Background: an optimization exercise with open tools, aiming at small area, a short achievable clock period and few clock cycles. Do not read the settings as production practice.
In this exercise RTL edits were held to simulation tests only and were not proved equivalent to the original.
Power figures rest on the tool's default switching activity, not on a simulated workload.

### flow/run.sh
#!/bin/bash
# synth_recipe.tcl (not shown) runs the flow's synth.tcl, then flattens the netlist and writes it again
# the make line also repeats each setting of config.mk as NAME=value (left out here)
make -C /OpenROAD-flow-scripts/flow DESIGN_CONFIG=/design/flow/config.mk WORK_HOME=/design/flow/orfs CLKGATE_MAP_FILE= SYNTH_SCRIPT=/design/flow/synth_recipe.tcl finish
### flow/config.mk
export PLATFORM = sky130hd
export DESIGN_NAME = letter_word_edge_histogram
export DESIGN_NICKNAME = letter_word_edge_histogram
export VERILOG_FILES = /design/flow/design.v
export SDC_FILE = /design/flow/constraint.sdc
export NUM_CORES = 4
export LEC_CHECK = 0
export CAP_MARGIN = 20
export CORE_MARGIN = 2
export CORE_UTILIZATION = 40
export SLEW_MARGIN = 20
### flow/constraint.sdc
create_clock -name core_clock -period 5.0 [get_ports {clk}]
set_input_delay 1.0000 -clock core_clock [delete_from_list [all_inputs] [get_ports {clk}]]
set_output_delay 1.0000 -clock core_clock [all_outputs]
set_load 0.01 [all_outputs]
### flow/design.v
`default_nettype none
package lweh_pkg;
	localparam int COUNT_W     = 32;
	localparam int OUT_W       = 32;
	localparam int ALPHA_N     = 26;
	localparam int NUM_LETTERS = 2 * ALPHA_N;
	localparam int IDX_W       = $clog2(NUM_LETTERS);
	localparam int RC_EXT_W    = (COUNT_W > OUT_W) ? COUNT_W : OUT_W;
	localparam int QUEUE_DEPTH = 4;
	localparam int QUEUE_PTR_W = $clog2(QUEUE_DEPTH);
	localparam int QUEUE_CNT_W = $clog2(QUEUE_DEPTH + 1);
	localparam logic [7:0] CHAR_LOWER_A = 8'h61;
	localparam logic [7:0] CHAR_LOWER_Z = 8'h7a;
	localparam logic [7:0] CHAR_UPPER_A = 8'h41;
	localparam logic [7:0] CHAR_UPPER_Z = 8'h5a;
	localparam logic OP_COUNT = 1'b0;
	localparam logic OP_READ  = 1'b1;
	typedef struct packed {
		logic             op;
		logic [7:0]       byte_value;
		logic [IDX_W-1:0] query_letter;
	} in_item_t;
	typedef struct packed {
		logic [OUT_W-1:0] freq_count;
		logic [OUT_W-1:0] begin_count;
		logic [OUT_W-1:0] end_count;
		logic [OUT_W-1:0] total_letters;
	} out_item_t;
	typedef enum logic [1:0] {
		CMD_LETTER = 2'd0,
		CMD_END    = 2'd1,
		CMD_READ   = 2'd2
	} cmd_kind_t;
	typedef struct packed {
		cmd_kind_t        kind;
		logic             first;      
		logic             in_range;   
		logic [IDX_W-1:0] idx;
	} cmd_t;
	typedef struct packed {
		logic valid;
		cmd_t cmd;
	} q_push_t;
	typedef struct packed {
		logic valid;
		cmd_t cmd;
	} q_head_t;
	function automatic logic [COUNT_W-1:0] sat_inc(input logic [COUNT_W-1:0] v);
		if (v == {COUNT_W{1'b1}})
			sat_inc = v;
		else
			sat_inc = v + COUNT_W'(1);
	endfunction
	function automatic logic [OUT_W-1:0] report_count(input logic [COUNT_W-1:0] v);
		logic [RC_EXT_W-1:0] ext;
		ext = RC_EXT_W'(v);
		if (ext > RC_EXT_W'({OUT_W{1'b1}}))
			report_count = {OUT_W{1'b1}};
		else
			report_count = ext[OUT_W-1:0];
	endfunction
endpackage
`default_nettype wire
`default_nettype none
module lweh_front (
	input  wire                    clk,
	input  wire                    arst_n,
	input  wire                    in_valid,
	output logic                   in_stall,
	input  wire  [14:0]            in_data,
	input  wire                    case_sensitive,
	input  wire                    q_full,
	output logic [10:0]            push
);
	logic                          in_word_q;
	logic [lweh_pkg::IDX_W-1:0]    last_letter_q;
	logic                          accept;
	logic                          is_lower;
	logic                          is_upper;
	logic                          is_letter;
	logic [lweh_pkg::IDX_W-1:0]    raw_idx;
	logic [lweh_pkg::IDX_W-1:0]    fold_cur;
	logic [lweh_pkg::IDX_W-1:0]    fold_last;
	logic                          q_ok;
	lweh_pkg::in_item_t            in_d;
	lweh_pkg::q_push_t             push_s;
	assign in_d = in_data;
	assign push = push_s;
	assign in_stall = q_full;
	assign accept   = in_valid && !q_full;
	always_comb begin
		is_lower  = (in_d.byte_value >= lweh_pkg::CHAR_LOWER_A) &&
		            (in_d.byte_value <= lweh_pkg::CHAR_LOWER_Z);
		is_upper  = (in_d.byte_value >= lweh_pkg::CHAR_UPPER_A) &&
		            (in_d.byte_value <= lweh_pkg::CHAR_UPPER_Z);
		is_letter = is_lower || is_upper;
		if (is_lower) begin
			raw_idx = lweh_pkg::IDX_W'(in_d.byte_value - lweh_pkg::CHAR_LOWER_A);
		end else begin
			raw_idx = lweh_pkg::IDX_W'(in_d.byte_value - lweh_pkg::CHAR_UPPER_A) +
			          lweh_pkg::IDX_W'(lweh_pkg::ALPHA_N);
		end
		fold_cur = raw_idx;
		if (!case_sensitive && raw_idx >= lweh_pkg::IDX_W'(lweh_pkg::ALPHA_N))
			fold_cur = raw_idx - lweh_pkg::IDX_W'(lweh_pkg::ALPHA_N);
		fold_last = last_letter_q;
		if (!case_sensitive && last_letter_q >= lweh_pkg::IDX_W'(lweh_pkg::ALPHA_N))
			fold_last = last_letter_q - lweh_pkg::IDX_W'(lweh_pkg::ALPHA_N);
		q_ok = in_d.query_letter < lweh_pkg::IDX_W'(lweh_pkg::NUM_LETTERS);
	end
	always_comb begin
		push_s.valid        = 1'b0;
		push_s.cmd.kind     = lweh_pkg::CMD_READ;
		push_s.cmd.first    = 1'b0;
		push_s.cmd.in_range = 1'b1;
		push_s.cmd.idx      = '0;
		if (in_d.op == lweh_pkg::OP_READ) begin
			push_s.valid        = accept;
			push_s.cmd.kind     = lweh_pkg::CMD_READ;
			push_s.cmd.in_range = q_ok;
			push_s.cmd.idx      = q_ok ? in_d.query_letter : '0;
		end else if (is_letter) begin
			push_s.valid     = accept;
			push_s.cmd.kind  = lweh_pkg::CMD_LETTER;
			push_s.cmd.first = !in_word_q;
			push_s.cmd.idx   = fold_cur;
		end else if (in_word_q) begin
			push_s.valid    = accept;
			push_s.cmd.kind = lweh_pkg::CMD_END;
			push_s.cmd.idx  = fold_last;
		end
	end
	always_ff @(posedge clk or negedge arst_n) begin
		if (!arst_n) begin
			in_word_q     <= 1'b0;
			last_letter_q <= '0;
		end else if (accept && in_d.op == lweh_pkg::OP_COUNT) begin
			if (is_letter) begin
				in_word_q     <= 1'b1;
				last_letter_q <= raw_idx;
			end else begin
				in_word_q <= 1'b0;
			end
		end
	end
endmodule
`default_nettype wire
`default_nettype none
module lweh_queue (
	input  wire                   clk,
	input  wire                   arst_n,
	input  wire  [10:0]           push,
	input  wire                   pop,
	output logic                  full,
	output logic [10:0]           head
);
	logic [9:0]                         slot_q [lweh_pkg::QUEUE_DEPTH];
	logic [lweh_pkg::QUEUE_PTR_W-1:0]   wr_ptr_q;
	logic [lweh_pkg::QUEUE_PTR_W-1:0]   rd_ptr_q;
	logic [lweh_pkg::QUEUE_CNT_W-1:0]   count_q;
	lweh_pkg::q_push_t                  push_s;
	lweh_pkg::q_head_t                  head_s;
	assign push_s = push;
	assign head   = head_s;
	assign full       = count_q == lweh_pkg::QUEUE_CNT_W'(lweh_pkg::QUEUE_DEPTH);
	assign head_s.valid = count_q != '0;
	assign head_s.cmd   = slot_q[rd_ptr_q];
	function automatic logic [lweh_pkg::QUEUE_PTR_W-1:0] next_ptr(
		input logic [lweh_pkg::QUEUE_PTR_W-1:0] p);
		if (p == lweh_pkg::QUEUE_PTR_W'(lweh_pkg::QUEUE_DEPTH - 1))
			next_ptr = '0;
		else
			next_ptr = p + lweh_pkg::QUEUE_PTR_W'(1);
	endfunction
	always_ff @(posedge clk) begin
		if (push_s.valid)
			slot_q[wr_ptr_q] <= push_s.cmd;
	end
	always_ff @(posedge clk or negedge arst_n) begin
		if (!arst_n) begin
			wr_ptr_q <= '0;
			rd_ptr_q <= '0;
			count_q  <= '0;
		end else begin
			if (push_s.valid)
				wr_ptr_q <= next_ptr(wr_ptr_q);
			if (pop)
				rd_ptr_q <= next_ptr(rd_ptr_q);
			case ({push_s.valid, pop})
				2'b10: count_q <= count_q + lweh_pkg::QUEUE_CNT_W'(1);
				2'b01: count_q <= count_q - lweh_pkg::QUEUE_CNT_W'(1);
				default: count_q <= count_q;
			endcase
		end
	end
endmodule
`default_nettype wire
`default_nettype none
module lweh_back (
	input  wire                   clk,
	input  wire                   arst_n,
	input  wire  [10:0]           head,
	output logic                  pop,
	output logic                  out_valid,
	input  wire                   out_stall,
	output logic [127:0]          out_data
);
	logic [lweh_pkg::COUNT_W-1:0]     freq_mem [lweh_pkg::NUM_LETTERS];
	logic [lweh_pkg::COUNT_W-1:0]     beg_mem  [lweh_pkg::NUM_LETTERS];
	logic [lweh_pkg::COUNT_W-1:0]     end_mem  [lweh_pkg::NUM_LETTERS];
	logic [lweh_pkg::NUM_LETTERS-1:0] freq_vld_q;
	logic [lweh_pkg::NUM_LETTERS-1:0] beg_vld_q;
	logic [lweh_pkg::NUM_LETTERS-1:0] end_vld_q;
	logic                             vld_s1;
	lweh_pkg::cmd_t                   cmd_s1;
	logic [lweh_pkg::COUNT_W-1:0]     freq_raw_s1;
	logic [lweh_pkg::COUNT_W-1:0]     beg_raw_s1;
	logic [lweh_pkg::COUNT_W-1:0]     end_raw_s1;
	logic                             freq_ok_s1;
	logic                             beg_ok_s1;
	logic                             end_ok_s1;
	logic                             fwd_freq_v_q;
	logic                             fwd_beg_v_q;
	logic                             fwd_end_v_q;
	logic [lweh_pkg::IDX_W-1:0]       fwd_idx_q;
	logic [lweh_pkg::COUNT_W-1:0]     fwd_freq_q;
	logic [lweh_pkg::COUNT_W-1:0]     fwd_beg_q;
	logic [lweh_pkg::COUNT_W-1:0]     fwd_end_q;
	logic [lweh_pkg::COUNT_W-1:0]     total_q;
	logic                             out_v_q;
	lweh_pkg::out_item_t              out_q;
	logic                             s1_done;
	logic                             adv;
	logic                             is_read;
	logic                             wr_freq;
	logic                             wr_beg;
	logic                             wr_end;
	logic [lweh_pkg::COUNT_W-1:0]     cur_freq;
	logic [lweh_pkg::COUNT_W-1:0]     cur_beg;
	logic [lweh_pkg::COUNT_W-1:0]     cur_end;
	logic [lweh_pkg::COUNT_W-1:0]     new_freq;
	logic [lweh_pkg::COUNT_W-1:0]     new_beg;
	logic [lweh_pkg::COUNT_W-1:0]     new_end;
	lweh_pkg::q_head_t                head_s;
	assign head_s = head;
	assign out_valid = out_v_q;
	assign out_data  = out_q;
	always_comb begin
		is_read = cmd_s1.kind == lweh_pkg::CMD_READ;
		s1_done = vld_s1 && (!is_read || !out_v_q || !out_stall);
		adv     = !vld_s1 || s1_done;
		pop     = head_s.valid && adv;
	end
	always_comb begin
		cur_freq = freq_ok_s1 ? freq_raw_s1 : '0;
		cur_beg  = beg_ok_s1 ? beg_raw_s1 : '0;
		cur_end  = end_ok_s1 ? end_raw_s1 : '0;
		if (fwd_freq_v_q && fwd_idx_q == cmd_s1.idx)
			cur_freq = fwd_freq_q;
		if (fwd_beg_v_q && fwd_idx_q == cmd_s1.idx)
			cur_beg = fwd_beg_q;
		if (fwd_end_v_q && fwd_idx_q == cmd_s1.idx)
			cur_end = fwd_end_q;
		new_freq = lweh_pkg::sat_inc(cur_freq);
		new_beg  = lweh_pkg::sat_inc(cur_beg);
		new_end  = lweh_pkg::sat_inc(cur_end);
	end
	always_comb begin
		wr_freq = 1'b0;
		wr_beg  = 1'b0;
		wr_end  = 1'b0;
		case (cmd_s1.kind)
			lweh_pkg::CMD_LETTER: begin
				wr_freq = s1_done;
				wr_beg  = s1_done && cmd_s1.first;
			end
			lweh_pkg::CMD_END: begin
				wr_end = s1_done;
			end
			default: begin
				wr_freq = 1'b0;
			end
		endcase
	end
	always_ff @(posedge clk) begin
		if (wr_freq)
			freq_mem[cmd_s1.idx] <= new_freq;
		if (wr_beg)
			beg_mem[cmd_s1.idx] <= new_beg;
		if (wr_end)
			end_mem[cmd_s1.idx] <= new_end;
		if (pop) begin
			cmd_s1      <= head_s.cmd;
			freq_raw_s1 <= freq_mem[head_s.cmd.idx];
			beg_raw_s1  <= beg_mem[head_s.cmd.idx];
			end_raw_s1  <= end_mem[head_s.cmd.idx];
			freq_ok_s1  <= freq_vld_q[head_s.cmd.idx];
			beg_ok_s1   <= beg_vld_q[head_s.cmd.idx];
			end_ok_s1   <= end_vld_q[head_s.cmd.idx];
		end
		if (adv) begin
			fwd_idx_q  <= cmd_s1.idx;
			fwd_freq_q <= new_freq;
			fwd_beg_q  <= new_beg;
			fwd_end_q  <= new_end;
		end
		if (s1_done && is_read) begin
			out_q.freq_count    <= cmd_s1.in_range ? lweh_pkg::report_count(cur_freq) : '0;
			out_q.begin_count   <= cmd_s1.in_range ? lweh_pkg::report_count(cur_beg) : '0;
			out_q.end_count     <= cmd_s1.in_range ? lweh_pkg::report_count(cur_end) : '0;
			out_q.total_letters <= lweh_pkg::report_count(total_q);
		end
	end
	always_ff @(posedge clk or negedge arst_n) begin
		if (!arst_n) begin
			vld_s1       <= 1'b0;
			fwd_freq_v_q <= 1'b0;
			fwd_beg_v_q  <= 1'b0;
			fwd_end_v_q  <= 1'b0;
			freq_vld_q   <= '0;
			beg_vld_q    <= '0;
			end_vld_q    <= '0;
			total_q      <= '0;
			out_v_q      <= 1'b0;
		end else begin
			if (adv) begin
				vld_s1       <= head_s.valid;
				fwd_freq_v_q <= wr_freq;
				fwd_beg_v_q  <= wr_beg;
				fwd_end_v_q  <= wr_end;
			end
			if (wr_freq) begin
				freq_vld_q[cmd_s1.idx] <= 1'b1;
				total_q                <= lweh_pkg::sat_inc(total_q);
			end
			if (wr_beg)
				beg_vld_q[cmd_s1.idx] <= 1'b1;
			if (wr_end)
				end_vld_q[cmd_s1.idx] <= 1'b1;
			if (s1_done && is_read)
				out_v_q <= 1'b1;
			else if (!out_stall)
				out_v_q <= 1'b0;
		end
	end
endmodule
`default_nettype wire
`default_nettype none
module letter_word_edge_histogram (
	input  wire                    clk,
	input  wire                    arst_n,
	input  wire                    in_valid,
	output logic                   in_stall,
	input  wire  [14:0]            in_data,
	output logic                   out_valid,
	input  wire                    out_stall,
	output logic [127:0]           out_data,
	input  wire                    cfg_wr_en,
	input  wire                    cfg_wr_data
);
	logic                case_sensitive_q;
	logic                q_full;
	logic                q_pop;
	logic [10:0]         q_push;
	logic [10:0]         q_head;
	always_ff @(posedge clk or negedge arst_n) begin
		if (!arst_n)
			case_sensitive_q <= 1'b0;
		else if (cfg_wr_en)
			case_sensitive_q <= cfg_wr_data;
	end
	lweh_front u_front (
		.clk            (clk),
		.arst_n         (arst_n),
		.in_valid       (in_valid),
		.in_stall       (in_stall),
		.in_data        (in_data),
		.case_sensitive (case_sensitive_q),
		.q_full         (q_full),
		.push           (q_push)
	);
	lweh_queue u_queue (
		.clk    (clk),
		.arst_n (arst_n),
		.push   (q_push),
		.pop    (q_pop),
		.full   (q_full),
		.head   (q_head)
	);
	lweh_back u_back (
		.clk       (clk),
		.arst_n    (arst_n),
		.head      (q_head),
		.pop       (q_pop),
		.out_valid (out_valid),
		.out_stall (out_stall),
		.out_data  (out_data)
	);
endmodule
`default_nettype wire
==> run_results.csv <==
group,metric,value,unit
critical_path,rr_worst_depth,16,
synthesis,synth.yosys.seq_area_share,76.1,%
place,dpl.hpwl,368000,um
critical_path,timing.setup.critical_path_class,"flip-flop to flip-flop",
run_status,result_of_the_run,"timing/DRC/antenna clean",
global_routing,gr-usage-all-layers,23.4,%
cts,clockBufferDepth,4,
power,vdd_ir_drop_max,0.470,mV
layout,final_common_cell,"sky130_fd_sc_hd__edfxtp_1",
cts,cts_tree,"yes",
critical_path,critical-path-top-cell-by-count,"sky130_fd_sc_hd__buf_4",
power,powerDensity,641,nW/um^2
job,cap_violations,0,
critical_path,timing.critical_path.from_type,"flip-flop",
cts,clock_sink_count,5579,
power,cellLeakagePower,85.2,nW
cts,ctsRootBufferMaster,"sky130_fd_sc_hd__clkbuf_16",
critical_path,cpPeakStageDelay,0.90,ns
critical_path,crit_arrival,5.61,ns
power,power.share.combinational,36.9,%
global_routing,antenna_found_initial,22,
cts,cts_made_buffers,580,
sta,number_of_max_slew_violations_in_the_final_report,0,
global_routing,grt_overflow,0,
place,placement.io_buffers,150,
cts,cts.repair_timing.setup_buffer_count,0,
synthesis,yosys_warnings,4,
sta,worst-slew-pin-transition,1.22,ns
power,finalPower,163,mW
floorplan,initial_utilization,40.2,%
synthesis,synth_cell_types,80,
critical_path,worst-path-buf-inv,4,
route,detail_route.drc_violations,0,
route,postRouteWirelength,668000,um
synthesis,synth_area_per_cell,15.0,sq um
min_path,hold_path.class,"input pin to asynchronous set/reset pin",
floorplan,design.die.area,553000,sq um
power,power_share_of_the_clock_group,25.4,%
sta,rsz0062_at_grt,"no",
route,routed-via-count,134639,
route,final_antenna_net_count,0,
cts,cts-htree-levels,6,
layout,area_growth,16.3,%
global_routing,grt_max_degree,133,
sta,timing.clock.skew,0.103,ns
sta,max_slew_margin,18.4,%
place,placement.cell_area,236000,sq um
synthesis,dominantRegCellSynth,"sky130_fd_sc_hd__edfxtp_1",
sta,finalHoldViolCount,0,
synthesis,netlist_instances,14558,
route,drt_iter0_drcs,18331,
synthesis,synth_enable_flop_cells,5371,
route,route.detailed.vias_per_inst,5.90,
layout,finish.net_count,15168,
critical_path,timing.critical_path.slowest_stage_cell,"sky130_fd_sc_hd__nor4_2",
layout,finalNonFillerCells,22823,
floorplan,die_w,743,um
sta,max_freq,206,MHz
critical_path,cp_top_family,"simple AND/OR/NAND/NOR gates",
cts,clk_transition_reported_paths,0.06,ns
floorplan,coreArea,545000,sq um
power,power.internal,102,mW
critical_path,worstReg2RegStart,"u_back.cmd_s1[3]$_DFFE_PP_",
global_routing,via_count_of_the_first_global_routing_pass,128133,
critical_path,crit_path_end_kind,"flip-flop",
sta,fin_crit,4.85,ns
synthesis,syn-num-nets,14599,
layout,final_area,254000,sq um
critical_path,worstReg2RegEnd,"u_back.freq_mem[32][10]$_DFFE_PP_",
power,switchingPower,61.2,mW
route,dr.pass1.iters,6,
route,route.detailed.wl_per_inst,29.3,um
floorplan,floorplan.io_pins,151,
critical_path,rrSetupSlack,0.15,ns
critical_path,critical_path.cell_chain,"xnor2_2 > buf_4 > nand3_1 > buf_4 > o211ai_1 > nand2_1 > ha_1 > nand4_1 > nor2_1 > a21oi_1 > or3_1 > nor4_2 > buf_4 > nor4_2 > xnor2_4 > buf_4",
place,place.gp.congestion,0.902,
layout,layout-drive-gt1-share,14.0,%
floorplan,standard_cell_rows,271,
sta,period_share,97.1,%
place,dp.cells,21768,
synthesis,ys_ff_latch,5579,
synthesis,synthesis.area,219000,sq um
critical_path,critical_path.max_fanout,32,
sta,holdWs,0.446,ns
power,power_switching_share,37.6,%
power,share_seq_of_total_power,37.6,%
synthesis,fraction_of_synthesis_flops_using_an_asynchronous_set_or_reset_pin,3.73,%
cts,worstSkewPairLatency,1.12,ns
critical_path,worst_ep_required_time,5.75,ns
layout,layout.cells.most_common_list,"sky130_fd_sc_hd__edfxtp_1, sky130_fd_sc_hd__nand2_1, sky130_fd_sc_hd__nand3_1, sky130_fd_sc_hd__clkbuf_16, sky130_fd_sc_hd__buf_4",
floorplan,fp.dieH,743,um
global_routing,grt_pass1_wl,942000,um
sta,finalSetupViolCount,0,
-- logic make-up (layout without fill, tap and decap cells) --
logic type | count (synthesis) | count (layout) | share of synthesized area, %
DFF | 5579 | 5579 | 76.1
and+or+nand+nor | 5260 | 5260 | 10.2
AOI/OAI and AO/OA | 1771 | 1771 | 5.71
buffers and inverters | 956 | 1969 | 1.71
muxes | 833 | 833 | 5.58
xor gates and xnor gates | 139 | 141 | 0.574
adders and majority gates | 20 | 20 | 0.118
other | 0 | 16 | 0
-- power by group through the flow --
stage	registers [mW]	clock network [mW]	logic, mW
6_report	61.3	41.5	60.2
5_1_grt	61.5	43.8	63.7
4_1_cts	61.3	41.9	59.6
3_5_place_dp	62.2	0	59.4
3_3_place_gp	62.2	0	58.9
2_1_floorplan	62.2	0	33.1
-- worst max-delay path by stage --
stage                                     startpoint                                 to  slack, ns  cells after the start
after floorplan           u_back.cmd_s1[1]$_DFFE_PP_     u_back.end_mem[0][6]$_DFFE_PP_      -0.40                     17
after global placement    u_back.cmd_s1[2]$_DFFE_PP_   u_back.beg_mem[20][12]$_DFFE_PP_       0.20                     13
after detailed placement  u_back.cmd_s1[2]$_DFFE_PP_    u_back.beg_mem[1][29]$_DFFE_PP_       0.17                     14
after CTS                 u_back.cmd_s1[2]$_DFFE_PP_    u_back.end_mem[43][5]$_DFFE_PP_       0.13                     10
after global routing      u_back.cmd_s1[3]$_DFFE_PP_  u_back.freq_mem[15][10]$_DFFE_PP_      0.006                     16
final                     u_back.cmd_s1[3]$_DFFE_PP_  u_back.freq_mem[32][10]$_DFFE_PP_       0.15                     16
-- worst register-to-register path, delay by kind of cell (launching register included) --
family | cells | cell delay (ns)
buffers and inverters | 4 | 1.07
and+or+nand+nor | 7 | 1.71
xor gates and xnor gates | 2 | 0.64
AOI/OAI and AO/OA | 2 | 0.40
DFF | 1 | 0.43
adders and majority gates | 1 | 0.26
-- what timing repair did --
item,CTS,global route
hold buffers,1,0
endpoints found under the hold margin,83,0
endpoints found under the setup margin,0,336
resized for setup,0,8
-- Yosys cell counts (all sizes together), types with 91 or more instances --
cell type / number / share of area, %
nor2: 453 / 0.78
a31oi: 508 / 1.5
nor2b: 91 / 0.26
a32oi: 491 / 2.0
a311oi: 97 / 0.39
a21oi: 304 / 0.70
and3: 97 / 0.28
nand2: 3280 / 5.6
nand3: 1087 / 2.5
clkbuf: 736 / 1.3
o22ai: 103 / 0.29
mux4: 308 / 3.2
edfxtp: 5371 / 74
dfrtp: 208 / 2.4
buf: 187 / 0.39
xnor2: 105 / 0.44
mux2i: 511 / 2.3
-- per-stage QoR --
| stage | utilization (%) | setup TNS [ns] | worst slack [ns] |
|---|---|---|---|
| floorplan | - | -510.52 | -0.395 |
| global placement | 43.3 | 0 | 0.195 |
| detailed placement | 43.3 | 0 | 0.170 |
| CTS | 46.6 | 0 | 0.131 |
| global route | 46.7 | 0 | 0.00583 |
| finish | 46.7 | 0 | 0.145 |
-- area by class of cell --
cell class,count,area (sq um)
inverters,33,164
fillers,46701,290000
clock buffers,744,15500
repair buffers,908,9340
diodes,16,40.0
clock inverters,284,2430
flip-flops and latches,5579,166000
well taps,7234,9050
multi-input cells,8025,51200
-- layer usage --
| layer | wire length [um] | GRT usage [%] |
|---|---|---|
| met3 | 64400 | 4.34 |
| met5 | 91 | 0 |
| met1 | 270000 | 32.7 |
| met4 | 25100 | 7.94 |
| met2 | 308000 | 37.0 |
-- flip-flops by register name, indices dropped and copies added (netlist names), 6 cells and up --
name	count
u_back.beg_mem	1664
u_back.end_mem	1664
u_back.freq_mem	1664
u_back.out_q	128
u_back.beg_vld_q	52
u_back.end_vld_q	52
u_back.freq_vld_q	52
u_queue.slot_q	40
u_back.beg_raw_s1	32
u_back.end_raw_s1	32
u_back.freq_raw_s1	32
u_back.fwd_beg_q	32
u_back.fwd_end_q	32
u_back.fwd_freq_q	32
u_back.total_q	32
u_back.cmd_s1	10
u_back.fwd_idx_q	6
u_front.last_letter_q	6
Testbench counts, summed over its fixed seeds: cycles 20,024.

==> port drivers added, routing unchanged <==
How much do the figures lean on ideal ports? The routed layout below was timed once more, with nothing changed but the port constraints.
Step 1 (the two cells are an assumption about what drives the block):
set clk [get_ports {clk}]
set_driving_cell -lib_cell sky130_fd_sc_hd__clkbuf_16 $clk
set_driving_cell -lib_cell sky130_fd_sc_hd__buf_2 [delete_from_list [all_inputs] $clk]
Step 2 also shifts input and output timing later by t, the mid clock arrival at the registers, as if the neighbouring blocks saw the same clock.
Slacks: ideal ports / drivers / drivers and shift; pairs: ideal ports / drivers.
t, ns: 1.192
setup WS [ns]: 0.145 / 0.145 / 0.145
pins driven straight from the clock port: 1
After both steps this run still meets setup and hold. The setup slack of this run moves by 0.000 ns with the drivers and by 0.000 ns with both steps.
